This design comes from an exercise in tuning for small area, a short achievable clock period and few clock cycles per item on the open sky130 flow, not from production work. At most, simulation tests tie the RTL to the original design; equivalence was not proved.

== before ==
Design gemv_stream_engine, start of the top module:
module gemv_stream_engine
#(
  parameter int unsigned SZ     = gemv_pkg::SZ_DEF,
  parameter int unsigned DW     = gemv_pkg::DW_DEF,
  parameter int unsigned N_ROWS = gemv_pkg::N_ROWS_DEF,
  parameter int unsigned AW     = gemv_pkg::gemv_aw(SZ, DW),
  localparam int unsigned IW    = (N_ROWS > 1) ? $clog2(N_ROWS) : 1
) (
  input  logic             clk,
  input  logic             rst_n,
  input  logic             start_i,
  input  logic             accum_i,
  input  logic [SZ*DW-1:0] w_i,
  input  logic             a_valid_i,
  output logic             a_ready_o,
  input  logic [SZ*DW-1:0] a_row_i,
  output logic             o_valid_o,
  input  logic             o_ready_i,
  output logic [DW-1:0]    o_data_o,
  output logic [IW-1:0]    o_idx_o,
  output logic             busy_o,
  output logic             done_o,
  output logic             ovf_o
);
Size: roughly 2,500 cells after synthesis, ~130 I/O pins, roughly 26,000 sq um of cells after synthesis.
clock: 9.0 ns
lec_check: 0
abc_area: 1
cap_margin: 20
core_margin: 2
core_utilization: 40
setup_slack_margin: 3.5
slew_margin: 20
standard.sh (not shown) runs the stock make flow with config.mk's settings and CLKGATE_MAP_FILE= SYNTH_SCRIPT=/design/flow/synth_recipe.tcl, a recipe that flattens the netlist after the stock synthesis.
==> flow/flow/run.sh <==
#!/bin/bash
# The standard layout with two changes:
#  - the port buffers are buf_4 cells instead of the buffer_ports default (a
#    slow delay cell that the resizer cannot swap out);
#  - after the standard synthesis, inverters around full and half adders are
#    removed by flipping full adders' polarity and rebuilding half adders that
#    take inverted inputs (flow/invpush2.py); registers and all other cells are
#    left as the standard synthesis made them.
set -euo pipefail
export BUFFER_PORTS_ARGS="-buffer_cell sky130_fd_sc_hd__buf_4"
bash standard.sh synth > standard_synth.log 2>&1
NET=orfs/results/sky130hd/gemv_stream_engine/base/1_2_yosys.v
cp $NET yosys_netlist_orig.v
python3 flow/invpush2.py yosys_netlist_orig.v $NET > invpush.log 2>&1
bash standard.sh finish > standard_finish.log 2>&1
Other scripts of this flow, unchanged in this note and not shown: flow/flow/invpush2.py
What after does differently from before at the input level:
--- a/flow/design.v
+++ b/flow/design.v
@@ -18,20 +18,21 @@
       sat_to_dw = lo;
     end else begin
       sat_to_dw = v;
     end
   endfunction
 endpackage
 module gemv_dot_pipe (
   input  logic [47:0] w_i,
   input  logic [47:0] row_i,
   input  logic [34:0] acc_add_i,
+  input  logic acc_off_i,
   output logic [93:0] cs_o
 );
   logic one_0_0;
   logic two_0_0;
   logic neg_0_0;
   logic pp_0_0_0;
   logic pp_0_0_1;
   logic pp_0_0_2;
   logic pp_0_0_3;
   logic pp_0_0_4;
@@ -1809,22 +1810,22 @@
   assign s27 = pp_0_2_10 ^ pp_0_3_8 ^ pp_0_4_6;
   assign c28 = (pp_0_2_10 & pp_0_3_8) | (pp_0_4_6 & (pp_0_2_10 ^ pp_0_3_8));
   assign s29 = pp_0_5_4 ^ pp_0_6_2 ^ pp_0_7_0;
   assign c30 = (pp_0_5_4 & pp_0_6_2) | (pp_0_7_0 & (pp_0_5_4 ^ pp_0_6_2));
   assign s31 = pp_1_0_14 ^ pp_1_1_12 ^ pp_1_2_10;
   assign c32 = (pp_1_0_14 & pp_1_1_12) | (pp_1_2_10 & (pp_1_0_14 ^ pp_1_1_12));
   assign s33 = pp_1_3_8 ^ pp_1_4_6 ^ pp_1_5_4;
   assign c34 = (pp_1_3_8 & pp_1_4_6) | (pp_1_5_4 & (pp_1_3_8 ^ pp_1_4_6));
   assign s35 = pp_1_6_2 ^ pp_1_7_0;
   assign c36 = pp_1_6_2 & pp_1_7_0;
-  assign s37 = 1'b1 ^ acc_add_i[15] ^ pp_0_0_15;
-  assign c38 = (1'b1 & acc_add_i[15]) | (pp_0_0_15 & (1'b1 ^ acc_add_i[15]));
+  assign s37 = acc_add_i[15] ^ acc_off_i ^ pp_0_0_15;
+  assign c38 = (acc_add_i[15] & acc_off_i) | (pp_0_0_15 & (acc_add_i[15] ^ acc_off_i));
   assign s39 = pp_0_1_13 ^ pp_0_2_11 ^ pp_0_3_9;
   assign c40 = (pp_0_1_13 & pp_0_2_11) | (pp_0_3_9 & (pp_0_1_13 ^ pp_0_2_11));
   assign s41 = pp_0_4_7 ^ pp_0_5_5 ^ pp_0_6_3;
   assign c42 = (pp_0_4_7 & pp_0_5_5) | (pp_0_6_3 & (pp_0_4_7 ^ pp_0_5_5));
   assign s43 = pp_0_7_1 ^ pp_1_0_15 ^ pp_1_1_13;
   assign c44 = (pp_0_7_1 & pp_1_0_15) | (pp_1_1_13 & (pp_0_7_1 ^ pp_1_0_15));
   assign s45 = pp_1_2_11 ^ pp_1_3_9 ^ pp_1_4_7;
   assign c46 = (pp_1_2_11 & pp_1_3_9) | (pp_1_4_7 & (pp_1_2_11 ^ pp_1_3_9));
   assign s47 = pp_1_5_5 ^ pp_1_6_3 ^ pp_1_7_1;
   assign c48 = (pp_1_5_5 & pp_1_6_3) | (pp_1_7_1 & (pp_1_5_5 ^ pp_1_6_3));
@@ -3510,21 +3511,21 @@
   assign u_full[25] = h25 ^ bg24_12;
   assign u_full[26] = h26 ^ bg25_11;
   assign u_full[27] = h27 ^ bg26_12;
   assign u_full[28] = h28 ^ bg27_10;
   assign u_full[29] = h29 ^ bg28_12;
   assign u_full[30] = h30 ^ bg29_11;
   assign u_full[31] = h31 ^ bg30_12;
   assign u_full[32] = h32 ^ bg31_5;
   assign u_full[33] = h33 ^ bg32_12;
   assign u_full[34] = h34 ^ bg33_11;
-  assign v_o = u_full - 35'd32768;
+  assign v_o = u_full;
 endmodule
 module gemv_stream_engine
 #(
   parameter int unsigned SZ     = gemv_pkg::SZ_DEF,
   parameter int unsigned DW     = gemv_pkg::DW_DEF,
   parameter int unsigned N_ROWS = gemv_pkg::N_ROWS_DEF,
   parameter int unsigned AW     = gemv_pkg::gemv_aw(SZ, DW),
   localparam int unsigned IW    = (N_ROWS > 1) ? $clog2(N_ROWS) : 1
 ) (
   input  logic             clk,
@@ -3553,35 +3554,38 @@
   logic             vld_a_q;
   logic             vld_b_q;
   logic [SZ*DW-1:0] w_q;
   logic [gemv_pkg::MID_W-1:0] mid_q;
   logic [AW-1:0]    acc_a_q;
   logic [AW-1:0]    acc_b_q;
   logic             start_c;
   logic             accept_c;
   logic             out_hs_c;
   logic             last_c;
+  logic             acc_on_c;
   logic [AW-1:0]    acc_add_c;
   logic [gemv_pkg::MID_W-1:0] cs_c;
   logic [AW-1:0]    v_c;
   logic [DW-1:0]    sat_c;
   logic             clamp_c;
   assign start_c   = start_i && !busy_q;
   assign out_hs_c  = pend_q && o_ready_i;
   assign a_ready_o = busy_q && (in_cnt_q != CW'(N_ROWS)) && (!pend_q || o_ready_i);
   assign accept_c  = a_valid_i && a_ready_o;
   assign last_c    = out_hs_c && (in_cnt_q == CW'(N_ROWS));
-  assign acc_add_c = (accum_q && vld_b_q) ? acc_b_q : '0;
+  assign acc_on_c  = accum_q && vld_b_q;
+  assign acc_add_c = acc_on_c ? acc_b_q : '0;
   gemv_dot_pipe u_dot (
     .w_i       (w_q),
     .row_i     (a_row_i),
     .acc_add_i (acc_add_c),
+    .acc_off_i (!acc_on_c),
     .cs_o      (cs_c)
   );
   gemv_dot_fin u_fin (
     .cs_i    (mid_q),
     .v_o     (v_c),
     .sat_o   (sat_c),
     .clamp_o (clamp_c)
   );
   assign busy_o    = busy_q;
   assign o_valid_o = pend_q;
### Flow results
Routed wire length in after is 5.0% below before. On after: area of the placeable core is 2.0% lower than what before gave. Looking at the reports, after completed the entire flow and the layout it produced met the timing, design-rule and antenna checks. Summary of after over before: insertion delay of the later-clocked pin in the worst-skew pair has remained practically unchanged; length of the first detailed-routing pass in iterations higher; cell count after synthesis fell by 4.1%; number of nets in the final layout decreased 106; share of the final layout cell area in sequential cells went up. Most common cell after layout, fill and taps aside: fa_1 -> after, xor2_1 -> before. STATUS final design instance area without fill: after wins against before. Changes observed in after relative to before: horizontal die dimension dropped about 1%, fraction of standard cell area in multi-input logic barely changed. Re last weighted congestion value of the routability-driven placer: after is about 0.43% up on before.
Testbench counts of after, summed over its fixed seeds: cycles 16,000, items 9,600.
No functional check of the RTL was part of before.

[what the ideal ports hide]
How much do the figures lean on ideal ports? The routed layouts below were timed once more, with nothing changed but the port constraints. Step 1 sets driving cells, clkbuf_16 on the clock port and buf_2 on the other inputs (assumed; they add their load-dependent delay and slew). Step 2 also shifts input and output timing later by t, the mid clock arrival at the registers, as if the neighbouring blocks saw the same clock. a / b / c = ideal / step 1 / step 2; a / b = the first two.
run	t (ns)	setup slack, ns	hold slack, ns	worst data-port slew with drivers (ns)	pins driven straight from the clock port
before	0.647	3.525 / 3.466 / 3.024	0.418 / 0.418 / 0.418	0.08	1
after	0.635	3.619 / 3.562 / 3.025	0.418 / 0.418 / 0.418	0.07	1
After both steps setup and hold are still met in every run listed. For after, which loses most, drivers alone change the setup slack by -0.057 ns; drivers and shift together by -0.594 ns.
